Background: an optimization exercise with open tools, aiming at a short achievable clock period and few clock cycles. Do not read the settings as production practice. Function was checked by simulation only, so behaviour that the tests miss may differ from the original. Power figures rest on the tool's default switching activity, not on a simulated workload.

==> flow/design.v <==
package cpu_pkg;
	localparam int XLEN  = 32;
	localparam int REG_W = 5;
	localparam int PC_W  = 16;
	localparam logic [REG_W-1:0] RA_REG = 5'd31;   
	localparam logic [4:0] OP_RTYPE = 5'd0;
	localparam logic [4:0] OP_J     = 5'd1;
	localparam logic [4:0] OP_BNE   = 5'd2;
	localparam logic [4:0] OP_JAL   = 5'd3;
	localparam logic [4:0] OP_JR    = 5'd4;
	localparam logic [4:0] OP_ADDI  = 5'd5;
	localparam logic [4:0] OP_BLT   = 5'd6;
	localparam logic [4:0] OP_SW    = 5'd7;
	localparam logic [4:0] OP_LW    = 5'd8;
	localparam logic [4:0] ALU_ADD = 5'd0;
	localparam logic [4:0] ALU_SUB = 5'd1;
	localparam logic [4:0] ALU_AND = 5'd2;
	localparam logic [4:0] ALU_OR  = 5'd3;
	localparam logic [4:0] ALU_SLL = 5'd4;
	localparam logic [4:0] ALU_SRA = 5'd5;
	localparam int SEL_ADD  = 0;   
	localparam int SEL_SUB  = 1;   
	localparam int SEL_AND  = 2;
	localparam int SEL_OR   = 3;
	localparam int SEL_SLL  = 4;
	localparam int SEL_SRA  = 5;
	localparam int SEL_LINK = 6;   
	localparam int SEL_LOAD = 7;   
	localparam int N_SEL    = 8;
endpackage
module alu (
	input  logic [cpu_pkg::XLEN-1:0]  a,
	input  logic [cpu_pkg::XLEN-1:0]  b,
	input  logic [cpu_pkg::N_SEL-1:0] sel,
	input  logic [cpu_pkg::REG_W-1:0] shamt,
	input  logic [cpu_pkg::XLEN-1:0]  link,
	input  logic [cpu_pkg::XLEN-1:0]  load,
	output logic [cpu_pkg::XLEN-1:0]  sum,
	output logic [cpu_pkg::XLEN-1:0]  dif,
	output logic [cpu_pkg::XLEN-1:0]  rest,
	output logic [cpu_pkg::XLEN-1:0]  result
);
	logic [cpu_pkg::XLEN-1:0] nsum;
	logic [cpu_pkg::XLEN-1:0] sll_r;
	logic [cpu_pkg::XLEN-1:0] sra_r;
	prefix_add #(.W(cpu_pkg::XLEN)) u_add (
		.a   (a),
		.b   (b),
		.cin (1'b0),
		.sum (sum)
	);
	prefix_add #(.W(cpu_pkg::XLEN)) u_sub (
		.a   (~a),
		.b   (b),
		.cin (1'b0),
		.sum (nsum)
	);
	assign dif = ~nsum;
	assign sll_r = a << shamt;
	assign sra_r = $signed(a) >>> shamt;
	assign rest   = ({cpu_pkg::XLEN{sel[cpu_pkg::SEL_AND]}}  & (a & b))
	              | ({cpu_pkg::XLEN{sel[cpu_pkg::SEL_OR]}}   & (a | b))
	              | ({cpu_pkg::XLEN{sel[cpu_pkg::SEL_SLL]}}  & sll_r)
	              | ({cpu_pkg::XLEN{sel[cpu_pkg::SEL_SRA]}}  & sra_r)
	              | ({cpu_pkg::XLEN{sel[cpu_pkg::SEL_LINK]}} & link)
	              | ({cpu_pkg::XLEN{sel[cpu_pkg::SEL_LOAD]}} & load);
	assign result = ({cpu_pkg::XLEN{sel[cpu_pkg::SEL_ADD]}} & sum)
	              | ({cpu_pkg::XLEN{sel[cpu_pkg::SEL_SUB]}} & dif)
	              | rest;
endmodule
module prefix_carry #(
	parameter int W = 32
) (
	input  logic [W-1:0] g0,
	input  logic [W-1:0] p0,
	output logic [W-1:0] co
);
	localparam int L = (W > 32) ? 6 : (W > 16) ? 5 : (W > 8) ? 4 : (W > 4) ? 3 : (W > 2) ? 2 : 1;
	for (genvar l = 0; l <= L; l++) begin : g_lvl
		logic [W-1:0] g;
		logic [W-1:0] t;
		if (l == 0) begin : g_in
			assign g = g0;
			assign t = p0;
		end else begin : g_merge
			localparam int D = 1 << (l - 1);
			assign g[D-1:0] = g_lvl[l-1].g[D-1:0];
			assign t[D-1:0] = g_lvl[l-1].t[D-1:0];
			assign g[W-1:D] = g_lvl[l-1].g[W-1:D] | (g_lvl[l-1].t[W-1:D] & g_lvl[l-1].g[W-1-D:0]);
			assign t[W-1:D] = g_lvl[l-1].t[W-1:D] & g_lvl[l-1].t[W-1-D:0];
		end
	end
	assign co = g_lvl[L].g;
endmodule
module prefix_add #(
	parameter int W = 32
) (
	input  logic [W-1:0] a,
	input  logic [W-1:0] b,
	input  logic         cin,
	output logic [W-1:0] sum
);
	logic [W-1:0] p;
	logic [W-1:0] g;
	logic [W-1:0] co;
	assign p = a ^ b;
	assign g = {a[W-1:1] & b[W-1:1], (a[0] & b[0]) | (p[0] & cin)};
	prefix_carry #(.W(W)) u_carry (
		.g0 (g),
		.p0 (p),
		.co (co)
	);
	assign sum = p ^ {co[W-2:0], cin};
endmodule
module prefix_less #(
	parameter int W = 32
) (
	input  logic [W-1:0] a,
	input  logic [W-1:0] b,
	output logic         less
);
	logic [W-1:0] nb;
	logic [W-1:0] co;
	assign nb = ~b;
	prefix_carry #(.W(W)) u_carry (
		.g0 ({a[W-1:1] & nb[W-1:1], a[0] | nb[0]}),
		.p0 (a ^ nb),
		.co (co)
	);
	assign less = !co[W-1];
endmodule
module addr_add (
	input  logic [cpu_pkg::XLEN-1:0] base,
	input  logic [16:0]              imm,
	output logic [15:0]              lo,
	output logic [15:0]              hi,
	output logic [15:0]              hi_inc,
	output logic [15:0]              hi_dec,
	output logic                     pick_inc,
	output logic                     pick_dec
);
	logic [15:0] lo_co;
	logic [15:0] lo_p;
	logic [15:0] inc_c;
	logic [15:0] dec_c;
	logic        c16;
	assign lo_p = base[15:0] ^ imm[15:0];
	prefix_carry #(.W(16)) u_lo (
		.g0 (base[15:0] & imm[15:0]),
		.p0 (lo_p),
		.co (lo_co)
	);
	assign c16 = lo_co[15];
	assign hi  = base[31:16];
	prefix_carry #(.W(16)) u_inc (
		.g0 ({15'd0, hi[0]}),
		.p0 (hi),
		.co (inc_c)
	);
	prefix_carry #(.W(16)) u_dec (
		.g0 ({15'd0, !hi[0]}),
		.p0 (~hi),
		.co (dec_c)
	);
	assign hi_inc = hi ^ {inc_c[14:0], 1'b1};
	assign hi_dec = hi ^ {dec_c[14:0], 1'b1};
	assign lo       = lo_p ^ {lo_co[14:0], 1'b0};
	assign pick_inc = c16 && !imm[16];
	assign pick_dec = !c16 && imm[16];
endmodule
module pc_counter #(
	parameter int PC_W  = 16,
	parameter int BHT_W = 5,
	parameter int LP_N  = 4,   
	parameter int LP_W  = 4,   
	parameter int LP_IW = 2    
) (
	input  logic             clock,
	input  logic             rst_n,
	input  logic             stall,
	input  logic             redirect,
	input  logic [PC_W-1:0]  redirect_pc,
	input  logic [cpu_pkg::XLEN-1:0] q_imem,
	input  logic             e_upd_en,    
	input  logic             e_upd_taken,
	input  logic             e_upd_back,
	input  logic [PC_W-1:0]  e_upd_pc,
	input  logic [cpu_pkg::REG_W-1:0] d_const_reg,   
	input  logic [PC_W-1:0]  d_const,
	output logic [PC_W-1:0]  pc,
	output logic [PC_W-1:0]  pc1,
	output logic             pred_taken,
	output logic [PC_W-1:0]  alt_pc,      
	output logic [cpu_pkg::XLEN-1:0] address_imem
);
	localparam int N_BHT = 1 << BHT_W;
	logic [4:0]      opc;
	logic            is_jmp;
	logic            is_br;
	logic            is_jr;
	logic            back;
	logic [PC_W-1:0] br_tgt;
	logic [PC_W-1:0] jr_guess;
	logic [PC_W-1:0] pred_pc;
	logic [PC_W-1:0] ras;
	logic [1:0]      bht_ctr [N_BHT];
	logic            bht_vld [N_BHT];
	logic            bht_taken;
	logic             upd_en;
	logic [BHT_W-1:0] upd_idx;
	logic             upd_taken;
	logic             upd_back;
	logic [PC_W-1:0]  upd_pc;
	logic [PC_W-1:0] lp_tag  [LP_N];
	logic            lp_vld  [LP_N];
	logic            lp_trv  [LP_N];   
	logic [LP_W-1:0] lp_trip [LP_N];
	logic [LP_W-1:0] lp_cur  [LP_N];
	logic [LP_N-1:0] lp_hit;
	logic [LP_N-1:0] lp_uhit;
	logic [LP_IW-1:0] lp_next;
	logic            lp_use;
	logic            lp_taken;
	assign opc    = q_imem[31:27];
	assign is_jmp = (opc == cpu_pkg::OP_J) || (opc == cpu_pkg::OP_JAL);
	assign is_br  = (opc == cpu_pkg::OP_BNE) || (opc == cpu_pkg::OP_BLT);
	assign is_jr  = (opc == cpu_pkg::OP_JR);
	assign back   = q_imem[15];
	assign pc1          = pc + 1'b1;
	assign jr_guess     = (q_imem[26:22] == cpu_pkg::RA_REG) ? ras :
		((q_imem[26:22] == d_const_reg) ? d_const : pc1);
	prefix_add #(.W(PC_W)) u_tgt (
		.a   (pc),
		.b   (q_imem[15:0]),
		.cin (1'b1),
		.sum (br_tgt)
	);
	assign address_imem = cpu_pkg::XLEN'(pc);
	assign bht_taken  = bht_vld[pc[BHT_W-1:0]] ? bht_ctr[pc[BHT_W-1:0]][1] : back;
	always_comb begin
		lp_use   = 1'b0;
		lp_taken = 1'b0;
		for (int i = 0; i < LP_N; i++) begin
			lp_hit[i]  = lp_vld[i] && lp_tag[i] == pc;
			lp_uhit[i] = lp_vld[i] && lp_tag[i] == upd_pc;
			if (lp_hit[i] && lp_trv[i]) begin
				lp_use   = 1'b1;
				lp_taken = lp_cur[i] != lp_trip[i];
			end
		end
	end
	assign pred_taken = is_br && (back && lp_use ? lp_taken : bht_taken);
	always_comb begin
		pred_pc = pc1;
		alt_pc  = br_tgt;
		if (is_jmp) begin
			pred_pc = q_imem[15:0];
		end else if (pred_taken) begin
			pred_pc = br_tgt;
			alt_pc  = pc1;
		end else if (is_jr) begin
			pred_pc = jr_guess;
			alt_pc  = jr_guess;
		end
	end
	always_ff @(posedge clock) begin
		if (!rst_n) begin
			pc <= '0;
		end else if (redirect) begin
			pc <= redirect_pc;
		end else if (!stall) begin
			pc <= pred_pc;
		end
	end
	assign upd_idx = upd_pc[BHT_W-1:0];
	always_ff @(posedge clock) begin
		if (!rst_n) begin
			upd_en <= 1'b0;
		end else begin
			upd_en <= e_upd_en;
		end
	end
	always_ff @(posedge clock) begin
		upd_taken <= e_upd_taken;
		upd_back  <= e_upd_back;
		upd_pc    <= e_upd_pc;
	end
	always_ff @(posedge clock) begin
		if (!rst_n) begin
			ras <= '0;
		end else if (opc == cpu_pkg::OP_JAL) begin
			ras <= pc1;
		end
	end
	for (genvar i = 0; i < N_BHT; i++) begin : g_bht
		always_ff @(posedge clock) begin
			if (!rst_n) begin
				bht_vld[i] <= 1'b0;
				bht_ctr[i] <= 2'd0;
			end else if (upd_en && upd_idx == BHT_W'(i)) begin
				bht_vld[i] <= 1'b1;
				if (!bht_vld[i]) begin
					bht_ctr[i] <= upd_taken ? (upd_back ? 2'd3 : 2'd2) : (upd_back ? 2'd1 : 2'd0);
				end else if (upd_taken) begin
					bht_ctr[i] <= (bht_ctr[i] == 2'd3) ? 2'd3 : bht_ctr[i] + 2'd1;
				end else begin
					bht_ctr[i] <= (bht_ctr[i] == 2'd0) ? 2'd0 : bht_ctr[i] - 2'd1;
				end
			end
		end
	end
	always_ff @(posedge clock) begin
		if (!rst_n) begin
			lp_next <= '0;
			for (int i = 0; i < LP_N; i++) begin
				lp_vld[i]  <= 1'b0;
				lp_trv[i]  <= 1'b0;
				lp_tag[i]  <= '0;
				lp_trip[i] <= '0;
				lp_cur[i]  <= '0;
			end
		end else if (upd_en && upd_back) begin
			if (lp_uhit == '0) begin
				lp_next          <= lp_next + 1'b1;
				lp_vld[lp_next]  <= 1'b1;
				lp_trv[lp_next]  <= !upd_taken;
				lp_tag[lp_next]  <= upd_pc;
				lp_trip[lp_next] <= '0;
				lp_cur[lp_next]  <= upd_taken ? LP_W'(1) : '0;
			end else begin
				for (int i = 0; i < LP_N; i++) begin
					if (lp_uhit[i]) begin
						if (upd_taken) begin
							if (lp_cur[i] != '1) begin
								lp_cur[i] <= lp_cur[i] + 1'b1;
							end
						end else begin
							lp_trv[i]  <= 1'b1;
							lp_trip[i] <= lp_cur[i];
							lp_cur[i]  <= '0;
						end
					end
				end
			end
		end
	end
endmodule
module hazard_ctrl (
	input  logic                      clock,
	input  logic                      rst_n,
	input  logic [cpu_pkg::XLEN-1:0]  q_imem,     
	input  logic                      d_valid,
	input  logic                      d_is_mem,
	input  logic                      d_writes,   
	input  logic [cpu_pkg::REG_W-1:0] d_dest,
	input  logic [cpu_pkg::REG_W-1:0] d_src_a,
	input  logic [cpu_pkg::REG_W-1:0] d_src_b,
	input  logic                      e_wen,
	input  logic [cpu_pkg::REG_W-1:0] e_dest,
	output logic                      fwd_e_a,
	output logic                      fwd_e_b,
	output logic                      fwd_w_a,
	output logic                      fwd_w_b,
	output logic                      stall
);
	logic [cpu_pkg::REG_W-1:0] n_src_a;
	logic [cpu_pkg::REG_W-1:0] n_src_b;
	assign stall = d_valid && d_is_mem && fwd_e_a;
	assign n_src_a = stall ? d_src_a : q_imem[21:17];
	assign n_src_b = stall ? d_src_b :
		((q_imem[31:27] == cpu_pkg::OP_RTYPE) ? q_imem[16:12] : q_imem[26:22]);
	always_ff @(posedge clock) begin
		if (!rst_n) begin
			fwd_e_a <= 1'b0;
			fwd_e_b <= 1'b0;
			fwd_w_a <= 1'b0;
			fwd_w_b <= 1'b0;
		end else begin
			fwd_e_a <= !stall && d_writes && d_dest == n_src_a;
			fwd_e_b <= !stall && d_writes && d_dest == n_src_b;
			fwd_w_a <= e_wen && e_dest == n_src_a;
			fwd_w_b <= e_wen && e_dest == n_src_b;
		end
	end
endmodule
module decode_stage #(
	parameter int PC_W  = 16
) (
	input  logic             clock,
	input  logic             rst_n,
	input  logic             stall,
	input  logic             redirect,
	input  logic [cpu_pkg::XLEN-1:0]  q_imem,
	input  logic [PC_W-1:0]  f_pc,
	input  logic [PC_W-1:0]  f_pc1,
	input  logic             f_pred_taken,
	input  logic [PC_W-1:0]  f_alt_pc,
	input  logic [cpu_pkg::XLEN-1:0]  data_read_reg_a,
	input  logic [cpu_pkg::XLEN-1:0]  data_read_reg_b,
	output logic [cpu_pkg::REG_W-1:0] ctrl_read_reg_a,
	output logic [cpu_pkg::REG_W-1:0] ctrl_read_reg_b,
	input  logic             fwd_e_a,
	input  logic             fwd_e_b,
	input  logic             fwd_w_a,
	input  logic             fwd_w_b,
	input  logic [cpu_pkg::XLEN-1:0]  e_sum,
	input  logic [cpu_pkg::XLEN-1:0]  e_dif,
	input  logic [cpu_pkg::XLEN-1:0]  e_rest,
	input  logic [cpu_pkg::XLEN-1:0]  w_data,
	output logic             d_valid,
	output logic             d_is_mem,
	output logic             d_writes,
	output logic [cpu_pkg::REG_W-1:0] d_dest,
	output logic [cpu_pkg::REG_W-1:0] d_const_reg,
	output logic [PC_W-1:0]  d_const,
	output logic             e_valid,
	output logic             e_wen,
	output logic [cpu_pkg::REG_W-1:0] e_dest,
	output logic [cpu_pkg::XLEN-1:0]  e_a,
	output logic [cpu_pkg::XLEN-1:0]  e_b,
	output logic [15:0]      e_addr_lo,
	output logic [15:0]      e_addr_hi,
	output logic [15:0]      e_addr_hi_inc,
	output logic [15:0]      e_addr_hi_dec,
	output logic             e_addr_pick_inc,
	output logic             e_addr_pick_dec,
	output logic [cpu_pkg::N_SEL-1:0] e_sel,   
	output logic [cpu_pkg::REG_W-1:0] e_shamt,
	output logic [PC_W-1:0]  e_pc1,
	output logic             e_is_sw,
	output logic             e_is_bne,
	output logic             e_is_blt,
	output logic             e_is_jr,
	output logic             e_back,
	output logic             e_pred_taken,
	output logic [PC_W-1:0]  e_alt_pc,
	output logic [PC_W-1:0]  e_pc
);
	logic [cpu_pkg::XLEN-1:0]  d_instr;
	logic [PC_W-1:0]  d_pc1;
	logic             d_pred_taken;
	logic [PC_W-1:0]  d_alt_pc;
	logic [PC_W-1:0]  d_pc;
	logic [cpu_pkg::REG_W-1:0] d_rb;
	logic [4:0]       opc;
	logic [cpu_pkg::REG_W-1:0] rd;
	logic [cpu_pkg::REG_W-1:0] rs;
	logic [4:0]       aluop;
	logic [cpu_pkg::XLEN-1:0]  imm;
	logic             is_r;
	logic             use_imm;
	logic             is_sub;
	logic             writes;
	logic [cpu_pkg::REG_W-1:0] dest;
	logic [cpu_pkg::N_SEL-1:0] sel;
	logic [cpu_pkg::XLEN-1:0]  a_val;
	logic [cpu_pkg::XLEN-1:0]  b_val;
	logic [cpu_pkg::XLEN-1:0]  base;
	logic [15:0]      addr_lo;
	logic [15:0]      addr_hi;
	logic [15:0]      addr_hi_inc;
	logic [15:0]      addr_hi_dec;
	logic             addr_pick_inc;
	logic             addr_pick_dec;
	always_ff @(posedge clock) begin
		if (!rst_n || redirect) begin
			d_valid <= 1'b0;
		end else if (!stall) begin
			d_valid <= 1'b1;
		end
	end
	always_ff @(posedge clock) begin
		if (!stall) begin
			d_instr      <= q_imem;
			d_pc1        <= f_pc1;
			d_pred_taken <= f_pred_taken;
			d_alt_pc     <= f_alt_pc;
			d_pc         <= f_pc;
			d_rb         <= (q_imem[31:27] == cpu_pkg::OP_RTYPE) ? q_imem[16:12] : q_imem[26:22];
		end
	end
	assign opc   = d_instr[31:27];
	assign rd    = d_instr[26:22];
	assign rs    = d_instr[21:17];
	assign aluop = d_instr[6:2];
	assign imm   = {{15{d_instr[16]}}, d_instr[16:0]};
	assign ctrl_read_reg_a = rs;
	assign ctrl_read_reg_b = d_rb;
	assign d_writes        = d_valid && writes;
	assign d_dest          = dest;
	assign d_const_reg     = (d_valid && opc == cpu_pkg::OP_ADDI && rs == '0) ? rd : '0;
	assign d_const         = d_instr[PC_W-1:0];
	assign is_r     = (opc == cpu_pkg::OP_RTYPE);
	assign use_imm  = (opc == cpu_pkg::OP_ADDI);
	assign is_sub   = is_r && aluop == cpu_pkg::ALU_SUB;
	assign d_is_mem = (opc == cpu_pkg::OP_LW) || (opc == cpu_pkg::OP_SW);
	assign dest     = (opc == cpu_pkg::OP_JAL) ? cpu_pkg::RA_REG : rd;
	assign writes   = (is_r || opc == cpu_pkg::OP_ADDI || opc == cpu_pkg::OP_LW ||
		opc == cpu_pkg::OP_JAL) && dest != '0;
	always_comb begin
		sel = '0;
		sel[cpu_pkg::SEL_ADD]  = (is_r && aluop == cpu_pkg::ALU_ADD) || opc == cpu_pkg::OP_ADDI;
		sel[cpu_pkg::SEL_SUB]  = is_sub;
		sel[cpu_pkg::SEL_AND]  = is_r && aluop == cpu_pkg::ALU_AND;
		sel[cpu_pkg::SEL_OR]   = is_r && aluop == cpu_pkg::ALU_OR;
		sel[cpu_pkg::SEL_SLL]  = is_r && aluop == cpu_pkg::ALU_SLL;
		sel[cpu_pkg::SEL_SRA]  = is_r && aluop == cpu_pkg::ALU_SRA;
		sel[cpu_pkg::SEL_LINK] = opc == cpu_pkg::OP_JAL;
		sel[cpu_pkg::SEL_LOAD] = opc == cpu_pkg::OP_LW;
	end
	function automatic logic [cpu_pkg::XLEN-1:0] pick(input logic fe, input logic fw,
		input logic [cpu_pkg::N_SEL-1:0] es, input logic [cpu_pkg::XLEN-1:0] sum,
		input logic [cpu_pkg::XLEN-1:0] dif, input logic [cpu_pkg::XLEN-1:0] rest,
		input logic [cpu_pkg::XLEN-1:0] wd, input logic [cpu_pkg::XLEN-1:0] rf);
		pick = ({cpu_pkg::XLEN{fe && es[cpu_pkg::SEL_ADD]}} & sum)
		     | ({cpu_pkg::XLEN{fe && es[cpu_pkg::SEL_SUB]}} & dif)
		     | ({cpu_pkg::XLEN{fe}} & rest)
		     | ({cpu_pkg::XLEN{!fe && fw}} & wd)
		     | ({cpu_pkg::XLEN{!fe && !fw}} & rf);
	endfunction
	assign a_val = pick(fwd_e_a, fwd_w_a, e_sel, e_sum, e_dif, e_rest, w_data, data_read_reg_a);
	assign b_val = use_imm ? imm :
		pick(fwd_e_b, fwd_w_b, e_sel, e_sum, e_dif, e_rest, w_data, data_read_reg_b);
	assign base  = fwd_w_a ? w_data : data_read_reg_a;
	addr_add u_agu (
		.base     (base),
		.imm      (d_instr[16:0]),
		.lo       (addr_lo),
		.hi       (addr_hi),
		.hi_inc   (addr_hi_inc),
		.hi_dec   (addr_hi_dec),
		.pick_inc (addr_pick_inc),
		.pick_dec (addr_pick_dec)
	);
	always_ff @(posedge clock) begin
		if (!rst_n || redirect || stall || !d_valid) begin
			e_valid  <= 1'b0;
		end else begin
			e_valid  <= 1'b1;
		end
	end
	always_ff @(posedge clock) begin
		if (!rst_n || stall || !d_valid) begin
			e_wen    <= 1'b0;
			e_sel    <= '0;
			e_is_sw  <= 1'b0;
			e_is_bne <= 1'b0;
			e_is_blt <= 1'b0;
			e_is_jr  <= 1'b0;
		end else begin
			e_wen    <= writes;
			e_sel    <= sel;
			e_is_sw  <= opc == cpu_pkg::OP_SW;
			e_is_bne <= opc == cpu_pkg::OP_BNE;
			e_is_blt <= opc == cpu_pkg::OP_BLT;
			e_is_jr  <= opc == cpu_pkg::OP_JR;
		end
	end
	always_ff @(posedge clock) begin
		e_dest       <= dest;
		e_a          <= a_val;
		e_b          <= b_val;
		e_addr_lo       <= addr_lo;
		e_addr_hi       <= addr_hi;
		e_addr_hi_inc   <= addr_hi_inc;
		e_addr_hi_dec   <= addr_hi_dec;
		e_addr_pick_inc <= addr_pick_inc;
		e_addr_pick_dec <= addr_pick_dec;
		e_shamt      <= d_instr[11:7];
		e_pc1        <= d_pc1;
		e_back       <= d_instr[15];
		e_pred_taken <= d_pred_taken;
		e_alt_pc     <= d_alt_pc;
		e_pc         <= d_pc;
	end
endmodule
module execute_stage #(
	parameter int PC_W = 16
) (
	input  logic [cpu_pkg::XLEN-1:0]  e_a,
	input  logic [cpu_pkg::XLEN-1:0]  e_b,
	input  logic [15:0]      e_addr_lo,
	input  logic [15:0]      e_addr_hi,
	input  logic [15:0]      e_addr_hi_inc,
	input  logic [15:0]      e_addr_hi_dec,
	input  logic             e_addr_pick_inc,
	input  logic             e_addr_pick_dec,
	input  logic             e_valid,
	input  logic [cpu_pkg::N_SEL-1:0] e_sel,
	input  logic [cpu_pkg::REG_W-1:0] e_shamt,
	input  logic [PC_W-1:0]  e_pc1,
	input  logic             e_is_sw,
	input  logic             e_is_bne,
	input  logic             e_is_blt,
	input  logic             e_is_jr,
	input  logic             e_pred_taken,
	input  logic [PC_W-1:0]  e_alt_pc,
	input  logic [cpu_pkg::XLEN-1:0]  q_dmem,
	output logic [cpu_pkg::XLEN-1:0]  e_result,
	output logic [cpu_pkg::XLEN-1:0]  e_sum,
	output logic [cpu_pkg::XLEN-1:0]  e_dif,
	output logic [cpu_pkg::XLEN-1:0]  e_rest,
	output logic             br_resolved,
	output logic             br_taken,
	output logic             redirect,
	output logic [PC_W-1:0]  redirect_pc,
	output logic [cpu_pkg::XLEN-1:0]  address_dmem,
	output logic [cpu_pkg::XLEN-1:0]  data,
	output logic             wren
);
	logic not_equal;
	logic less_than;
	alu u_alu (
		.a      (e_a),
		.b      (e_b),
		.sel    (e_sel),
		.shamt  (e_shamt),
		.link   (cpu_pkg::XLEN'(e_pc1)),
		.load   (q_dmem),
		.sum    (e_sum),
		.dif    (e_dif),
		.rest   (e_rest),
		.result (e_result)
	);
	assign not_equal = (e_b != e_a);
	prefix_less #(.W(cpu_pkg::XLEN)) u_lt (
		.a    ({~e_b[cpu_pkg::XLEN-1], e_b[cpu_pkg::XLEN-2:0]}),
		.b    ({~e_a[cpu_pkg::XLEN-1], e_a[cpu_pkg::XLEN-2:0]}),
		.less (less_than)
	);
	assign br_resolved = e_valid && (e_is_bne || e_is_blt);
	assign br_taken    = e_is_bne ? not_equal : less_than;
	assign redirect    = e_valid && ((e_is_bne && (not_equal ^ e_pred_taken)) ||
		(e_is_blt && (less_than ^ e_pred_taken)) ||
		(e_is_jr && e_b[PC_W-1:0] != e_alt_pc));
	assign redirect_pc = e_is_jr ? e_b[PC_W-1:0] : e_alt_pc;
	assign address_dmem = {e_addr_pick_inc ? e_addr_hi_inc : (e_addr_pick_dec ? e_addr_hi_dec : e_addr_hi),
		e_addr_lo};
	assign data         = e_b;
	assign wren         = e_valid && e_is_sw;
endmodule
module mem_wb_stage (
	input  logic             clock,
	input  logic             rst_n,
	input  logic             e_wen,
	input  logic [cpu_pkg::REG_W-1:0] e_dest,
	input  logic [cpu_pkg::XLEN-1:0]  e_result,
	output logic             reg_write_en,
	output logic [cpu_pkg::REG_W-1:0] reg_write_addr,
	output logic [cpu_pkg::XLEN-1:0]  reg_write_data
);
	always_ff @(posedge clock) begin
		if (!rst_n) begin
			reg_write_en <= 1'b0;
		end else begin
			reg_write_en <= e_wen;
		end
	end
	always_ff @(posedge clock) begin
		reg_write_addr <= e_dest;
		reg_write_data <= e_result;
	end
endmodule
module processor #(
	parameter int PC_W  = 16,
	parameter int BHT_W = 5
) (
	input  logic             clock,
	input  logic             rst_n,
	output logic [cpu_pkg::XLEN-1:0]  address_imem,
	input  logic [cpu_pkg::XLEN-1:0]  q_imem,
	output logic [cpu_pkg::XLEN-1:0]  address_dmem,
	output logic [cpu_pkg::XLEN-1:0]  data,
	output logic             wren,
	input  logic [cpu_pkg::XLEN-1:0]  q_dmem,
	output logic [cpu_pkg::REG_W-1:0] ctrl_read_reg_a,
	output logic [cpu_pkg::REG_W-1:0] ctrl_read_reg_b,
	input  logic [cpu_pkg::XLEN-1:0]  data_read_reg_a,
	input  logic [cpu_pkg::XLEN-1:0]  data_read_reg_b,
	output logic             reg_write_en,
	output logic [cpu_pkg::REG_W-1:0] reg_write_addr,
	output logic [cpu_pkg::XLEN-1:0]  reg_write_data
);
	logic             stall;
	logic             redirect;
	logic [PC_W-1:0]  redirect_pc;
	logic [PC_W-1:0]  f_pc;
	logic [PC_W-1:0]  f_pc1;
	logic             f_pred_taken;
	logic [PC_W-1:0]  f_alt_pc;
	logic             fwd_e_a;
	logic             fwd_e_b;
	logic             fwd_w_a;
	logic             fwd_w_b;
	logic             d_valid;
	logic             d_is_mem;
	logic             d_writes;
	logic [cpu_pkg::REG_W-1:0] d_dest;
	logic [cpu_pkg::REG_W-1:0] d_const_reg;
	logic [PC_W-1:0]  d_const;
	logic             e_valid;
	logic             e_wen;
	logic [cpu_pkg::REG_W-1:0] e_dest;
	logic [cpu_pkg::XLEN-1:0]  e_a;
	logic [cpu_pkg::XLEN-1:0]  e_b;
	logic [15:0]      e_addr_lo;
	logic [15:0]      e_addr_hi;
	logic [15:0]      e_addr_hi_inc;
	logic [15:0]      e_addr_hi_dec;
	logic             e_addr_pick_inc;
	logic             e_addr_pick_dec;
	logic             e_wen_v;
	logic [cpu_pkg::N_SEL-1:0] e_sel;
	logic [cpu_pkg::REG_W-1:0] e_shamt;
	logic [PC_W-1:0]  e_pc1;
	logic             e_is_sw;
	logic             e_is_bne;
	logic             e_is_blt;
	logic             e_is_jr;
	logic             e_back;
	logic             e_pred_taken;
	logic [PC_W-1:0]  e_alt_pc;
	logic [PC_W-1:0]  e_pc;
	logic [cpu_pkg::XLEN-1:0]  e_result;
	logic [cpu_pkg::XLEN-1:0]  e_sum;
	logic [cpu_pkg::XLEN-1:0]  e_dif;
	logic [cpu_pkg::XLEN-1:0]  e_rest;
	logic             br_resolved;
	logic             br_taken;
	assign e_wen_v = e_valid && e_wen;
	pc_counter #(.PC_W(PC_W), .BHT_W(BHT_W)) u_fetch (
		.clock        (clock),
		.rst_n        (rst_n),
		.stall        (stall),
		.redirect     (redirect),
		.redirect_pc  (redirect_pc),
		.q_imem       (q_imem),
		.e_upd_en     (br_resolved),
		.e_upd_pc     (e_pc),
		.d_const_reg  (d_const_reg),
		.d_const      (d_const),
		.e_upd_taken  (br_taken),
		.e_upd_back   (e_back),
		.pc           (f_pc),
		.pc1          (f_pc1),
		.pred_taken   (f_pred_taken),
		.alt_pc       (f_alt_pc),
		.address_imem (address_imem)
	);
	hazard_ctrl u_hazard (
		.clock    (clock),
		.rst_n    (rst_n),
		.q_imem   (q_imem),
		.d_valid  (d_valid),
		.d_writes (d_writes),
		.d_dest   (d_dest),
		.d_is_mem (d_is_mem),
		.d_src_a  (ctrl_read_reg_a),
		.d_src_b  (ctrl_read_reg_b),
		.e_wen    (e_wen_v),
		.e_dest   (e_dest),
		.fwd_e_a  (fwd_e_a),
		.fwd_e_b  (fwd_e_b),
		.fwd_w_a  (fwd_w_a),
		.fwd_w_b  (fwd_w_b),
		.stall    (stall)
	);
	decode_stage #(.PC_W(PC_W)) u_decode (
		.clock           (clock),
		.rst_n           (rst_n),
		.stall           (stall),
		.redirect        (redirect),
		.q_imem          (q_imem),
		.f_pc            (f_pc),
		.f_pc1           (f_pc1),
		.f_pred_taken    (f_pred_taken),
		.f_alt_pc        (f_alt_pc),
		.data_read_reg_a (data_read_reg_a),
		.data_read_reg_b (data_read_reg_b),
		.ctrl_read_reg_a (ctrl_read_reg_a),
		.ctrl_read_reg_b (ctrl_read_reg_b),
		.fwd_e_a         (fwd_e_a),
		.fwd_e_b         (fwd_e_b),
		.fwd_w_a         (fwd_w_a),
		.fwd_w_b         (fwd_w_b),
		.e_sum           (e_sum),
		.e_dif           (e_dif),
		.e_rest          (e_rest),
		.w_data          (reg_write_data),
		.d_valid         (d_valid),
		.d_is_mem        (d_is_mem),
		.d_writes        (d_writes),
		.d_dest          (d_dest),
		.d_const_reg     (d_const_reg),
		.d_const         (d_const),
		.e_valid         (e_valid),
		.e_wen           (e_wen),
		.e_dest          (e_dest),
		.e_a             (e_a),
		.e_b             (e_b),
		.e_addr_lo        (e_addr_lo),
		.e_addr_hi        (e_addr_hi),
		.e_addr_hi_inc    (e_addr_hi_inc),
		.e_addr_hi_dec    (e_addr_hi_dec),
		.e_addr_pick_inc  (e_addr_pick_inc),
		.e_addr_pick_dec  (e_addr_pick_dec),
		.e_sel           (e_sel),
		.e_shamt         (e_shamt),
		.e_pc1           (e_pc1),
		.e_is_sw         (e_is_sw),
		.e_is_bne        (e_is_bne),
		.e_is_blt        (e_is_blt),
		.e_is_jr         (e_is_jr),
		.e_back          (e_back),
		.e_pred_taken    (e_pred_taken),
		.e_alt_pc        (e_alt_pc),
		.e_pc            (e_pc)
	);
	execute_stage #(.PC_W(PC_W)) u_execute (
		.e_a          (e_a),
		.e_b          (e_b),
		.e_addr_lo     (e_addr_lo),
		.e_addr_hi     (e_addr_hi),
		.e_addr_hi_inc (e_addr_hi_inc),
		.e_addr_hi_dec (e_addr_hi_dec),
		.e_addr_pick_inc(e_addr_pick_inc),
		.e_addr_pick_dec(e_addr_pick_dec),
		.e_valid      (e_valid),
		.e_sel        (e_sel),
		.e_shamt      (e_shamt),
		.e_pc1        (e_pc1),
		.e_is_sw      (e_is_sw),
		.e_is_bne     (e_is_bne),
		.e_is_blt     (e_is_blt),
		.e_is_jr      (e_is_jr),
		.e_pred_taken (e_pred_taken),
		.e_alt_pc     (e_alt_pc),
		.q_dmem       (q_dmem),
		.e_result     (e_result),
		.e_sum        (e_sum),
		.e_dif        (e_dif),
		.e_rest       (e_rest),
		.br_resolved  (br_resolved),
		.br_taken     (br_taken),
		.redirect     (redirect),
		.redirect_pc  (redirect_pc),
		.address_dmem (address_dmem),
		.data         (data),
		.wren         (wren)
	);
	mem_wb_stage u_mem_wb (
		.clock          (clock),
		.rst_n          (rst_n),
		.e_wen          (e_wen_v),
		.e_dest         (e_dest),
		.e_result       (e_result),
		.reg_write_en   (reg_write_en),
		.reg_write_addr (reg_write_addr),
		.reg_write_data (reg_write_data)
	);
endmodule
==> flow/run.sh <==
#!/bin/bash
# synth_recipe.tcl (not shown) runs the flow's synth.tcl, then flattens the netlist and writes it again
# the make line also repeats each setting of config.mk as NAME=value (left out here)
make -C /OpenROAD-flow-scripts/flow DESIGN_CONFIG=/design/flow/config.mk WORK_HOME=/design/flow/orfs CLKGATE_MAP_FILE= SYNTH_SCRIPT=/design/flow/synth_recipe.tcl finish
==> flow/config.mk <==
export PLATFORM = sky130hd
export DESIGN_NAME = processor
export DESIGN_NICKNAME = processor
export VERILOG_FILES = /design/flow/design.v
export SDC_FILE = /design/flow/constraint.sdc
export NUM_CORES = 4
export LEC_CHECK = 0
export ABC_CLOCK_PERIOD_IN_PS = 1000
export CAP_MARGIN = 20
export CORE_MARGIN = 2
export CORE_UTILIZATION = 40
export SETUP_SLACK_MARGIN = 3.6
export SLEW_MARGIN = 20
==> flow/constraint.sdc <==
create_clock -name core_clock -period 6.5 [get_ports {clock}]
set_input_delay 1.3000 -clock core_clock [delete_from_list [all_inputs] [get_ports {clock}]]
set_output_delay 1.3000 -clock core_clock [all_outputs]
set_load 0.01 [all_outputs]
==> reports/metrics.cfg, run 1 <==
[run_status]
run_status=complete, no violations

[synth]
post_synth_main_area_contributors=sky130_fd_sc_hd__dfxtp_1 24%, sky130_fd_sc_hd__edfxtp_1 13%, sky130_fd_sc_hd__ha_1 5.1%
synth_compound_area_share_pct=19.38
synth.cell_area_um2=35620
yosys.area_share.simple_pct=15.68
dominant_register_cell_in_the_synthesized_netlist=sky130_fd_sc_hd__dfxtp_1
synth_top_area_cell=sky130_fd_sc_hd__dfxtp_1
synth.distinct_cells=94
yosys_warnings=6
post_synth_inst_count=4045
syn-mean-instance-area_um2=8.806
asyncSetResetFlopFracSynth_pct=0
synth_adder_area_share_pct=5.283
synth_top_family_by_area=compound AO/OA/AOI/OAI gates
postSynthRegisterBits=585
synth_edf_count=151
post_synth_xor_area_fraction_pct=6.959
yosysTopAreaCellShare_pct=24.39
muxShareOfSynthArea_pct=9.642
yosysSeqAreaShare_pct=37.12

[floorplanning]
coreArea_um2=88370
chipWidth_um=302.4
floorplan.die_area_um2=91450
placementRows=109
dieHeight_um=302.4
floorplan.initialDensity_pct=40.30
io_pins=275

[grt]
globalRouteMet1Util_pct=37.46
gr_ovfl_total=0
gr-usage-all-layers_pct=31.23
antenna_found_initial=14
grt_first_pass_wirelength_um=213900
global_route.usage.met2_pct=51.52
grt_start_max_net_pins=74
grt_busiest_layer=met2
via_count_of_the_first_global_routing_pass=32460
grt_use_met3_pct=6.674

[layout]
layoutNonFillerInstCount=5697
layout.cell_area.non_filler_um2=47900
syn_to_final_growth_pct=34.47
post_route_cells_drive_above_1_share_pct=26.45
sequential_cell_area_um2=13530
multi_input_comb_area_um2=23520
layout.nets=4745
nFillCells=7865

[worst_setup_path]
worst_setup_path_end_kind=flop
critPathMaxFanout=4
critical_path_class=flop to flop
critical_path.startpoint_type=flop
endpoint_required_time_on_the_critical_path_ps=7030
cp_data_arrival_time_ps=4150

[timing]
final-max-slew-violation-count=0
rsz_0062_raised_after_global_routing=true
worst-slew-pin-transition_ps=1207
fin_skew_ps=26.72
timing.final.hold_violations=0
hold-worst-slack_ps=317.6
post_layout_minimum_cycle_time_ps=3615
min_period_over_period_pct=55.61
final-setup-viol-count=0
max_clock_freq_mhz=276.7
final.setup.tns_ps=0
max_slew_margin_pct=19.40

[placement]
finalWeightedCongestion=1.015
hpwl_um=101200
buffer_ports.inserted=258
postPlaceCellArea_um2=39490
place.detailed.instances=5250

[detailed_routing]
wl_per_cell_um=26.08
post-route-drc-count=0
drt-pass1-iter-count=9
finalWirelength_um=148600
route.vias.total=34520
initial_drc_count=3844
drtAntennaViolNets=0
routed_via_density=6.059

[power_and_ir_drop]
clock_power_share_pct=38.6
p_per_area_nw_per_um2=228.8
power.switching_mw=3.411
power.share.sequential_pct=38.4
power.share.switching_pct=31.13
total_leakage_power_nw=18.79
share_comb_of_total_power_pct=23.0
p_int_mw=7.547
power.total_mw=10.96
vdd_ir_drop_max_uv=196.3

[clock_network]
clock_insertion_delay_worst_skew_ps=660
clock_sink_count=585
cts-buffers-inserted=70
clk_transition_reported_paths_ps=60
tritoncts=done
h-tree-depth=3
max-clock-path-buffers=3
clock-root-buffer=sky130_fd_sc_hd__clkbuf_16

[hold_path]
worst_hold_path_type=flop to flop

[flow_run]
maxCapViolCount=0

sequential cells by signal, summed over array words and instances, names as in the netlist, 32 cells and up:
signal                   flops
u_decode.e_b                32
u_decode.d_instr            32
u_fetch.bht_ctr             64
u_decode.e_a                32
u_fetch.lp_tag              64
u_mem_wb.reg_write_data     32
u_fetch.bht_vld             32
synth_stat cells, types with 25 or more instances:
cell type and number:
sky130_fd_sc_hd__edfxtp_1 151, sky130_fd_sc_hd__ha_1 144, sky130_fd_sc_hd__o21ai_0 290, sky130_fd_sc_hd__nor2_1 397, sky130_fd_sc_hd__buf_1 29, sky130_fd_sc_hd__and3_1 32
sky130_fd_sc_hd__mux2_2 55, sky130_fd_sc_hd__mux4_2 57, sky130_fd_sc_hd__clkbuf_1 189, sky130_fd_sc_hd__mux2i_1 153, sky130_fd_sc_hd__o211ai_1 70, sky130_fd_sc_hd__or3_1 48
sky130_fd_sc_hd__nand3_1 82, sky130_fd_sc_hd__nor4_1 41, sky130_fd_sc_hd__a22oi_1 28, sky130_fd_sc_hd__a21o_1 29, sky130_fd_sc_hd__nand2_1 249, sky130_fd_sc_hd__nand2b_1 25
sky130_fd_sc_hd__nor2b_1 31, sky130_fd_sc_hd__nor3_1 70, sky130_fd_sc_hd__dfxtp_1 434, sky130_fd_sc_hd__a22o_1 43, sky130_fd_sc_hd__and2_1 79, sky130_fd_sc_hd__inv_1 233
sky130_fd_sc_hd__buf_2 38, sky130_fd_sc_hd__a221oi_1 27, sky130_fd_sc_hd__a211oi_1 53, sky130_fd_sc_hd__a21oi_1 315, sky130_fd_sc_hd__xor2_1 88, sky130_fd_sc_hd__xnor2_1 195
sky130_fd_sc_hd__nand4_1 45, sky130_fd_sc_hd__a31oi_1 26
metal layers:
metal | vias to the layer above | wire, um
li1 | 15390 | -
met1 | 16610 | 55620
met2 | 1952 | 68840
met3 | 550 | 13350
met4 | 12 | 10720
met5 | - | 73
worst max-delay path: stages (launching register included):
cell and delay [ps]:
sky130_fd_sc_hd__dfxtp_4 370, sky130_fd_sc_hd__inv_4 40, sky130_fd_sc_hd__ha_4 310, sky130_fd_sc_hd__inv_6 40, sky130_fd_sc_hd__a221oi_4 350, sky130_fd_sc_hd__a2111oi_4 130, sky130_fd_sc_hd__o211ai_1 370, sky130_fd_sc_hd__a211oi_2 120
sky130_fd_sc_hd__buf_4 170, sky130_fd_sc_hd__o41ai_4 300, sky130_fd_sc_hd__o31ai_2 80, sky130_fd_sc_hd__buf_4 170, sky130_fd_sc_hd__a221o_1 300, sky130_fd_sc_hd__mux2i_1 130, sky130_fd_sc_hd__a211o_1 340, sky130_fd_sc_hd__mux2_4 280
power by group through the flow:
| stage | Combinational (mW) | Sequential (mW) | Clock (mW) |
|---|---|---|---|
| final | 2.52 | 4.21 | 4.23 |
| after global routing | 2.65 | 4.23 | 4.43 |
| after CTS | 2.30 | 4.20 | 4.28 |
| after detailed placement | 1.81 | 4.34 | 0 |
| after global placement | 1.82 | 4.33 | 0 |
| after floorplan | 1.25 | 4.16 | 0 |
metrics by stage:
stage | setup WS [ps] | utilization (%)
4_1_cts | 2887 | 52.35
3_5_place_dp | 1827 | 44.68
2_1_floorplan | 2868 | -
5_1_grt | 2797 | 54.18
3_3_place_gp | 1802 | 44.68
6_report | 2885 | 54.20
logic make-up after synthesis:
family,Yosys count
AOI/OAI and AO/OA,1079
xor gates and xnor gates,283
adders and majority gates,148
buffers and inverters,521
DFF,585
muxes,265
other,1
and+or+nand+nor,1163
cells in the final DEF (no fill, tap or decap), drive strengths merged, types with 88 or more instances in the layout:
cell	count
clkbuf	94
a21oi	315
ha	144
mux2i	153
dfxtp	434
o21ai	291
nor2	397
xor2	88
nand2	249
buf	369
edfxtp	151
clkdlybuf4s50	130
inv	241
xnor2	195
path summary, 6_finish.rpt:
| check | startpoint | endpoint | slack (ps) | cells after the start |
|---|---|---|---|---|
| hold / removal | u_decode.e_pc[7] | u_fetch.upd_pc[7] | 320 | 0 |
| hold reg to reg | u_decode.e_pc[7] | u_fetch.upd_pc[7] | 320 | 0 |
| setup reg to reg | u_decode.e_b[4] | u_decode.e_a[31] | 2890 | 15 |
| setup / recovery | u_decode.e_b[4] | u_decode.e_a[31] | 2890 | 15 |
what timing repair did:
action / in CTS / in global routing
setup endpoints to repair: 448 / 279
cloned: 10 / 3
gates resized for setup: 802 / 238
hold buffers: 0 / 0
setup buffers: 226 / 71
pin swaps: 185 / 153
layout make-up:
class	count	share of cell area, %
repair inverters	2	0.05747
diodes	7	0.03657
repair buffers	608	12.14
inverters	240	2.126
multi-input cells	2960	49.11
clock inverters	40	1.011
clock buffers	90	4.229
flip-flops and latches	585	28.25
well taps	1165	3.043
Testbench counts, summed over its fixed seeds: cycles 163,490.
==> run 2: changes to the inputs <==
--- a/flow/design.v
+++ b/flow/design.v
@@ -45,14 +45,14 @@
 	logic [cpu_pkg::XLEN-1:0] sra_r;
 	prefix_add #(.W(cpu_pkg::XLEN)) u_add (
-		.a   (a),
-		.b   (b),
-		.cin (1'b0),
-		.sum (sum)
+		.a    (a),
+		.b    (b),
+		.sum  (sum),
+		.cout ()
 	);
 	prefix_add #(.W(cpu_pkg::XLEN)) u_sub (
-		.a   (~a),
-		.b   (b),
-		.cin (1'b0),
-		.sum (nsum)
+		.a    (~a),
+		.b    (b),
+		.sum  (nsum),
+		.cout ()
 	);
 	assign dif = ~nsum;
@@ -70,5 +70,6 @@
 endmodule
 module prefix_carry #(
-	parameter int W = 32
+	parameter int W     = 32,
+	parameter int FIRST = 0   
 ) (
 	input  logic [W-1:0] g0,
@@ -80,5 +81,5 @@
 		logic [W-1:0] g;
 		logic [W-1:0] t;
-		if (l == 0) begin : g_in
+		if (l <= FIRST) begin : g_in
 			assign g = g0;
 			assign t = p0;
@@ -94,22 +95,33 @@
 endmodule
 module prefix_add #(
-	parameter int W = 32
+	parameter int   W   = 32,
+	parameter logic CIN = 1'b0
 ) (
 	input  logic [W-1:0] a,
 	input  logic [W-1:0] b,
-	input  logic         cin,
-	output logic [W-1:0] sum
+	output logic [W-1:0] sum,
+	output logic         cout
 );
-	logic [W-1:0] p;
+	logic [W-1:0] x;
 	logic [W-1:0] g;
+	logic [W-1:0] t;
+	logic [W-1:0] g1;
+	logic [W-1:0] t1;
 	logic [W-1:0] co;
-	assign p = a ^ b;
-	assign g = {a[W-1:1] & b[W-1:1], (a[0] & b[0]) | (p[0] & cin)};
-	prefix_carry #(.W(W)) u_carry (
-		.g0 (g),
-		.p0 (p),
+	assign x = a ^ b;
+	assign g = a & b;
+	assign t = a | b;
+	assign g1[0] = CIN ? t[0] : g[0];
+	assign g1[1] = CIN ? (g[1] | (t[1] & a[0]) | (t[1] & b[0])) : (g[1] | ((t[1] & a[0]) & b[0]));
+	assign g1[W-1:2] = g[W-1:2] | (t[W-1:2] & g[W-2:1]);
+	assign t1[0] = t[0];
+	assign t1[W-1:1] = t[W-1:1] & t[W-2:0];
+	prefix_carry #(.W(W), .FIRST(1)) u_carry (
+		.g0 (g1),
+		.p0 (t1),
 		.co (co)
 	);
-	assign sum = p ^ {co[W-2:0], cin};
+	assign sum  = x ^ {co[W-2:0], CIN};
+	assign cout = co[W-1];
 endmodule
 module prefix_less #(
@@ -125,5 +137,5 @@
 	prefix_carry #(.W(W)) u_carry (
 		.g0 ({a[W-1:1] & nb[W-1:1], a[0] | nb[0]}),
-		.p0 (a ^ nb),
+		.p0 (a | nb),
 		.co (co)
 	);
@@ -140,16 +152,13 @@
 	output logic                     pick_dec
 );
-	logic [15:0] lo_co;
-	logic [15:0] lo_p;
 	logic [15:0] inc_c;
 	logic [15:0] dec_c;
 	logic        c16;
-	assign lo_p = base[15:0] ^ imm[15:0];
-	prefix_carry #(.W(16)) u_lo (
-		.g0 (base[15:0] & imm[15:0]),
-		.p0 (lo_p),
-		.co (lo_co)
+	prefix_add #(.W(16)) u_lo (
+		.a    (base[15:0]),
+		.b    (imm[15:0]),
+		.sum  (lo),
+		.cout (c16)
 	);
-	assign c16 = lo_co[15];
 	assign hi  = base[31:16];
 	prefix_carry #(.W(16)) u_inc (
@@ -165,5 +174,4 @@
 	assign hi_inc = hi ^ {inc_c[14:0], 1'b1};
 	assign hi_dec = hi ^ {dec_c[14:0], 1'b1};
-	assign lo       = lo_p ^ {lo_co[14:0], 1'b0};
 	assign pick_inc = c16 && !imm[16];
 	assign pick_dec = !c16 && imm[16];
@@ -230,9 +238,9 @@
 	assign jr_guess     = (q_imem[26:22] == cpu_pkg::RA_REG) ? ras :
 		((q_imem[26:22] == d_const_reg) ? d_const : pc1);
-	prefix_add #(.W(PC_W)) u_tgt (
-		.a   (pc),
-		.b   (q_imem[15:0]),
-		.cin (1'b1),
-		.sum (br_tgt)
+	prefix_add #(.W(PC_W), .CIN(1'b1)) u_tgt (
+		.a    (pc),
+		.b    (q_imem[15:0]),
+		.sum  (br_tgt),
+		.cout ()
 	);
 	assign address_imem = cpu_pkg::XLEN'(pc);
@@ -356,4 +364,7 @@
 	input  logic [cpu_pkg::REG_W-1:0] d_src_a,
 	input  logic [cpu_pkg::REG_W-1:0] d_src_b,
+	input  logic                      d_sel_add,   
+	input  logic                      d_sel_sub,   
+	input  logic                      d_use_imm,   
 	input  logic                      e_wen,
 	input  logic [cpu_pkg::REG_W-1:0] e_dest,
@@ -362,12 +373,20 @@
 	output logic                      fwd_w_a,
 	output logic                      fwd_w_b,
+	output logic [4:0]                a_pick,   
+	output logic [5:0]                b_pick,   
 	output logic                      stall
 );
 	logic [cpu_pkg::REG_W-1:0] n_src_a;
 	logic [cpu_pkg::REG_W-1:0] n_src_b;
+	logic                      n_use_imm;
+	logic                      n_fe_a;
+	logic                      n_fe_b;
+	logic                      n_fw_a;
+	logic                      n_fw_b;
 	assign stall = d_valid && d_is_mem && fwd_e_a;
 	assign n_src_a = stall ? d_src_a : q_imem[21:17];
 	assign n_src_b = stall ? d_src_b :
 		((q_imem[31:27] == cpu_pkg::OP_RTYPE) ? q_imem[16:12] : q_imem[26:22]);
+	assign n_use_imm = stall ? d_use_imm : (q_imem[31:27] == cpu_pkg::OP_ADDI);
 	always_ff @(posedge clock) begin
 		if (!rst_n) begin
@@ -376,11 +395,22 @@
 			fwd_w_a <= 1'b0;
 			fwd_w_b <= 1'b0;
+			a_pick  <= '0;
+			b_pick  <= '0;
 		end else begin
-			fwd_e_a <= !stall && d_writes && d_dest == n_src_a;
-			fwd_e_b <= !stall && d_writes && d_dest == n_src_b;
-			fwd_w_a <= e_wen && e_dest == n_src_a;
-			fwd_w_b <= e_wen && e_dest == n_src_b;
+			fwd_e_a <= n_fe_a;
+			fwd_e_b <= n_fe_b;
+			fwd_w_a <= n_fw_a;
+			fwd_w_b <= n_fw_b;
+			a_pick  <= {!n_fe_a && !n_fw_a, !n_fe_a && n_fw_a, n_fe_a, n_fe_a && d_sel_sub,
+				n_fe_a && d_sel_add};
+			b_pick  <= {n_use_imm, !n_use_imm && !n_fe_b && !n_fw_b, !n_use_imm && !n_fe_b && n_fw_b,
+				!n_use_imm && n_fe_b, !n_use_imm && n_fe_b && d_sel_sub,
+				!n_use_imm && n_fe_b && d_sel_add};
 		end
 	end
+	assign n_fe_a = !stall && d_writes && d_dest == n_src_a;
+	assign n_fe_b = !stall && d_writes && d_dest == n_src_b;
+	assign n_fw_a = e_wen && e_dest == n_src_a;
+	assign n_fw_b = e_wen && e_dest == n_src_b;
 endmodule
 module decode_stage #(
@@ -404,4 +434,6 @@
 	input  logic             fwd_w_a,
 	input  logic             fwd_w_b,
+	input  logic [4:0]       a_pick,
+	input  logic [5:0]       b_pick,
 	input  logic [cpu_pkg::XLEN-1:0]  e_sum,
 	input  logic [cpu_pkg::XLEN-1:0]  e_dif,
@@ -412,4 +444,7 @@
 	output logic             d_writes,
 	output logic [cpu_pkg::REG_W-1:0] d_dest,
+	output logic             d_sel_add,
+	output logic             d_sel_sub,
+	output logic             d_use_imm,
 	output logic [cpu_pkg::REG_W-1:0] d_const_reg,
 	output logic [PC_W-1:0]  d_const,
@@ -489,4 +524,7 @@
 	assign d_writes        = d_valid && writes;
 	assign d_dest          = dest;
+	assign d_sel_add       = sel[cpu_pkg::SEL_ADD];
+	assign d_sel_sub       = sel[cpu_pkg::SEL_SUB];
+	assign d_use_imm       = use_imm;
 	assign d_const_reg     = (d_valid && opc == cpu_pkg::OP_ADDI && rs == '0) ? rd : '0;
 	assign d_const         = d_instr[PC_W-1:0];
@@ -509,17 +547,15 @@
 		sel[cpu_pkg::SEL_LOAD] = opc == cpu_pkg::OP_LW;
 	end
-	function automatic logic [cpu_pkg::XLEN-1:0] pick(input logic fe, input logic fw,
-		input logic [cpu_pkg::N_SEL-1:0] es, input logic [cpu_pkg::XLEN-1:0] sum,
-		input logic [cpu_pkg::XLEN-1:0] dif, input logic [cpu_pkg::XLEN-1:0] rest,
-		input logic [cpu_pkg::XLEN-1:0] wd, input logic [cpu_pkg::XLEN-1:0] rf);
-		pick = ({cpu_pkg::XLEN{fe && es[cpu_pkg::SEL_ADD]}} & sum)
-		     | ({cpu_pkg::XLEN{fe && es[cpu_pkg::SEL_SUB]}} & dif)
-		     | ({cpu_pkg::XLEN{fe}} & rest)
-		     | ({cpu_pkg::XLEN{!fe && fw}} & wd)
-		     | ({cpu_pkg::XLEN{!fe && !fw}} & rf);
-	endfunction
-	assign a_val = pick(fwd_e_a, fwd_w_a, e_sel, e_sum, e_dif, e_rest, w_data, data_read_reg_a);
-	assign b_val = use_imm ? imm :
-		pick(fwd_e_b, fwd_w_b, e_sel, e_sum, e_dif, e_rest, w_data, data_read_reg_b);
+	assign a_val = ({cpu_pkg::XLEN{a_pick[0]}} & e_sum)
+	             | ({cpu_pkg::XLEN{a_pick[1]}} & e_dif)
+	             | ({cpu_pkg::XLEN{a_pick[2]}} & e_rest)
+	             | ({cpu_pkg::XLEN{a_pick[3]}} & w_data)
+	             | ({cpu_pkg::XLEN{a_pick[4]}} & data_read_reg_a);
+	assign b_val = ({cpu_pkg::XLEN{b_pick[0]}} & e_sum)
+	             | ({cpu_pkg::XLEN{b_pick[1]}} & e_dif)
+	             | ({cpu_pkg::XLEN{b_pick[2]}} & e_rest)
+	             | ({cpu_pkg::XLEN{b_pick[3]}} & w_data)
+	             | ({cpu_pkg::XLEN{b_pick[4]}} & data_read_reg_b)
+	             | ({cpu_pkg::XLEN{b_pick[5]}} & imm);
 	assign base  = fwd_w_a ? w_data : data_read_reg_a;
 	addr_add u_agu (
@@ -697,4 +733,9 @@
 	logic             d_writes;
 	logic [cpu_pkg::REG_W-1:0] d_dest;
+	logic             d_sel_add;
+	logic             d_sel_sub;
+	logic             d_use_imm;
+	logic [4:0]       a_pick;
+	logic [5:0]       b_pick;
 	logic [cpu_pkg::REG_W-1:0] d_const_reg;
 	logic [PC_W-1:0]  d_const;
@@ -750,4 +791,9 @@
 	hazard_ctrl u_hazard (
 		.clock    (clock),
+		.d_sel_add (d_sel_add),
+		.d_sel_sub (d_sel_sub),
+		.d_use_imm (d_use_imm),
+		.a_pick   (a_pick),
+		.b_pick   (b_pick),
 		.rst_n    (rst_n),
 		.q_imem   (q_imem),
@@ -792,4 +838,9 @@
 		.d_writes        (d_writes),
 		.d_dest          (d_dest),
+		.d_sel_add       (d_sel_add),
+		.d_sel_sub       (d_sel_sub),
+		.d_use_imm       (d_use_imm),
+		.a_pick          (a_pick),
+		.b_pick          (b_pick),
 		.d_const_reg     (d_const_reg),
 		.d_const         (d_const),
==> reports/metrics.cfg, run 2 <==
[floorplanning]
floorplan.die_area_um2=95510  ; +4.4%
dieHeight_um=309.0  ; +2.2%
io_pins=275  ; unchanged
placementRows=111  ; +1.8%
coreArea_um2=91940  ; +4.0%
chipWidth_um=309.0  ; +2.2%
floorplan.initialDensity_pct=40.48  ; +0.18 points

[synth]
syn-mean-instance-area_um2=8.781  ; -0.29%
post_synth_main_area_contributors=sky130_fd_sc_hd__dfxtp_1 24%, sky130_fd_sc_hd__edfxtp_1 12%, sky130_fd_sc_hd__ha_1 6.9%
synth.top_cells.by_count=442 x sky130_fd_sc_hd__dfxtp_1, 346 x sky130_fd_sc_hd__nor2_1, 334 x sky130_fd_sc_hd__nand2_1
dominant_register_cell_in_the_synthesized_netlist=sky130_fd_sc_hd__dfxtp_1
yosysSeqAreaShare_pct=35.96  ; -1.2 points
synth_top_area_cell=sky130_fd_sc_hd__dfxtp_1
post_synth_inst_count=4239  ; +4.8%
yosysTopAreaCellShare_pct=23.77  ; -0.62 points
synth.distinct_cells=94  ; unchanged
asyncSetResetFlopFracSynth_pct=0  ; unchanged
synth.cell_area_um2=37220  ; +4.5%
yosys_warnings=6  ; unchanged
most_frequent_cell_after_synthesis=sky130_fd_sc_hd__dfxtp_1
postSynthRegisterBits=593  ; +1.4%
synth_edf_count=151  ; unchanged

[power_and_ir_drop]
p_per_area_nw_per_um2=215.0  ; -6.0%
vdd_ir_drop_max_uv=205.0  ; +4.4%
total_leakage_power_nw=19.57  ; +4.2%

[grt]
via_count_of_the_first_global_routing_pass=34410  ; +6.0%
antenna_found_initial=12  ; -2
gr-usage-all-layers_pct=32.86  ; +1.6 points
gr_ovfl_total=0  ; unchanged
grt_first_pass_wirelength_um=233400  ; +9.1%
grt_start_max_net_pins=88  ; +19%

[worst_setup_path]
path_delay_family=compound AO/OA/AOI/OAI gates
critPathMaxFanout=4  ; unchanged
worst-path-buf-inv=3  ; -1
worst_setup_path_end_kind=flop
endpoint_required_time_on_the_critical_path_ps=6890  ; -140 ps
cp_data_arrival_time_ps=3860  ; -290 ps
worst_path_largest_cell_delay_ps=350  ; -20 ps
cp_cell_sequence=buf_4, ha_4, inv_1, a221oi_4, o41ai_4, a211oi_2, a221oi_2, buf_4, o31ai_4, mux2_4, or3_1, o21ai_2, a21oi_2
critical_path_class=primary input to flop
slowest_stage=sky130_fd_sc_hd__a211oi_2
critical_path_s_most_frequent_cell=sky130_fd_sc_hd__buf_4
critical_path.startpoint_type=primary input

[detailed_routing]
routed_via_density=6.221  ; +2.7%
post-route-drc-count=0  ; unchanged
route.vias.total=37270  ; +8.0%
finalWirelength_um=164600  ; +11%
drt-pass1-iter-count=8  ; -1
wl_met2_um=72180  ; +4.8%
wl_per_cell_um=27.48  ; +5.4%
met3_wirelength_um=18400  ; +38%
initial_drc_count=4891  ; +27%
m1WireLength_um=61700  ; +11%
top_layer_used=met5
drtAntennaViolNets=0  ; unchanged

[layout]
syn_to_final_growth_pct=33.42
sequential_cell_area_um2=13690  ; +1.2%
post_route_cells_drive_above_1_share_pct=25.63  ; -0.83 points
nFillCells=8252  ; +4.9%
mostFrequentLayoutCell=sky130_fd_sc_hd__dfxtp_1
multi_input_comb_area_um2=24780  ; +5.4%
layout.nets=5025  ; +5.9%
layout.cell_area.non_filler_um2=49660  ; +3.7%
final_cell_mix=331 x sky130_fd_sc_hd__dfxtp_1, 321 x sky130_fd_sc_hd__nand2_1, 316 x sky130_fd_sc_hd__nor2_1
largestRegisters=u_fetch.bht_ctr (64), u_fetch.lp_tag (64)

[clock_network]
cts-buffers-inserted=69  ; -1.4%
clock-root-buffer=sky130_fd_sc_hd__clkbuf_16
max-clock-path-buffers=3  ; unchanged
clock_insertion_delay_worst_skew_ps=650  ; about the same
clock_sink_count=593  ; +1.4%
hold_buffers=0  ; unchanged
tritoncts=done
clk_transition_reported_paths_ps=70  ; about the same
h-tree-depth=3  ; unchanged

[timing]
final.setup.tns_ps=0  ; unchanged
post_layout_minimum_cycle_time_ps=3462  ; -152.6 ps
min_period_over_period_pct=53.26  ; -2.3 points
final-max-slew-violation-count=0  ; unchanged
final.setup.worst_slack_ps=3038  ; +152.6 ps
fin_skew_ps=33.63  ; +6.911 ps
rsz_0062_raised_after_global_routing=true
timing.final.hold_violations=0  ; unchanged
hold-worst-slack_ps=316.9  ; -0.7240 ps
max_slew_margin_pct=24.18  ; +4.8 points
max_clock_freq_mhz=288.9  ; +4.4%
worst-slew-pin-transition_ps=1137  ; -69.99 ps
final-setup-viol-count=0  ; unchanged

[placement]
hpwl_um=112800  ; +11%
place_ws_ps=1637  ; -190.1 ps
finalWeightedCongestion=1.033  ; +1.8%
buffer_ports.inserted=258  ; unchanged
postPlaceCellArea_um2=41080  ; +4.0%

[flow_run]
maxCapViolCount=0  ; unchanged

[run_status]
run_status=complete, no violations

[hold_path]
worst_hold_path_type=flop to flop

## run 2: changes by cell type in the layout (fill, tap and decap cells not counted), moves of 30 or more
cell	change
sky130_fd_sc_hd__and2_1	-30
sky130_fd_sc_hd__nor2_1	-58
sky130_fd_sc_hd__a22o_1	-34
sky130_fd_sc_hd__a222oi_1	+57
sky130_fd_sc_hd__nand2_1	+81
sky130_fd_sc_hd__inv_1	+81
sky130_fd_sc_hd__mux2i_1	-55
sky130_fd_sc_hd__nand3_1	+38
sky130_fd_sc_hd__ha_1	+55
sky130_fd_sc_hd__a221o_1	+60
## run 2: stage by stage
stage          util (%)  instances  power [mW]
2_1_floorplan         -       4254       5.407
3_3_place_gp      44.66       5536       6.197
3_5_place_dp      44.68       5537       6.199
4_1_cts           51.53       5887       10.45
5_1_grt           54.01       5989       10.98
6_report          54.01       5991       10.67
## run 2: layout make-up
type | count | share of cell area, %
Sequential cell | 593 | 27.58
Tap cell | 1243 | 3.132
Clock buffer | 93 | 3.946
Multi-Input combinational cell | 3092 | 49.91
Timing Repair inverter | 3 | 0.05291
Clock inverter | 32 | 0.6626
Timing Repair Buffer | 626 | 12.23
Inverter | 306 | 2.477
Antenna cell | 3 | 0.01512
## run 2: layer usage
| metal | vias to the layer above | track usage, % |
|---|---|---|
| met5 | - | 0 |
| met4 | 8 | 19.58 |
| met3 | 634 | 8.098 |
| met2 | 2501 | 51.42 |
| met1 | 17860 | 40.97 |
| li1 | 16270 | - |
## run 2: repair_timing
| action | CTS | global route |
|---|---|---|
| resized for setup | 787 | 351 |
| cloned | 12 | 6 |
| endpoints found under the hold margin | 0 | 0 |
| setup buffers | 213 | 95 |
| setup endpoints to repair | 500 | 269 |
| pin swaps | 134 | 163 |
## run 2: power breakdown
part | total [mW] | internal (mW) | switching [mW] | leakage, nW
Clock | 3.99 | 2.27 | 1.72 | 1.11
Sequential | 4.19 | 3.98 | 0.217 | 5.31
Combinational | 2.49 | 1.06 | 1.43 | 13.1
Total | 10.7 | 7.30 | 3.38 | 19.6
## run 2: kinds of logic (layout without fill, tap and decap cells)
family / after synthesis / in the layout / share of synthesized area [%]
simple gates: 1244 / 1248 / 15.91
buf+inv: 574 / 1060 / 6.226
flops: 593 / 593 / 35.96
fa+ha+maj: 204 / 204 / 6.858
other cells: 1 / 19 / 0.01008
xor+xnor: 313 / 313 / 7.365
mux: 204 / 204 / 7.560
compound gates: 1106 / 1107 / 20.12
## run 2: final timing paths
kind / start / endpoint / slack (ps) / depth (start not counted)
max reg2reg: u_fetch.pc[1] / u_decode.d_alt_pc[2] / 3050 / 16
min reg2reg: u_decode.e_pc[6] / u_fetch.upd_pc[6] / 320 / 0
max: q_imem[5] / u_decode.d_alt_pc[15] / 3040 / 13
min: u_decode.e_pc[6] / u_fetch.upd_pc[6] / 320 / 0
Testbench counts of run 2, summed over its fixed seeds: cycles 163,490.

## re-timing with driven ports
How much do the figures lean on ideal ports? The routed layouts below were timed once more, with nothing changed but the port constraints.
Step 1 sets driving cells, clkbuf_16 on the clock port and buf_2 on the other inputs (assumed; they add their load-dependent delay and slew).
Step 2, shift: input delay + t, output delay - t, t = (earliest + latest rising clock arrival at the registers) / 2. This alone moves slack from input paths to output paths.
Three values: ideal, step 1, step 2; two values: the first two.
run | t (ns) | slack for setup (ns) | worst setup path at the end | latest minus earliest clock arrival (ns) | worst register clock-pin slew, ns
run 1 | 0.718 | 2.885 / 2.885 / 2.481 | input to register | 0.031 / 0.030 | 0.08 / 0.08
run 2 | 0.695 | 3.038 / 3.018 / 2.323 | input to register | 0.034 / 0.034 | 0.07 / 0.07
After both steps setup and hold are still met in every run listed. For run 2, which loses most, drivers alone change the setup slack by -0.020 ns; drivers and shift together by -0.715 ns.
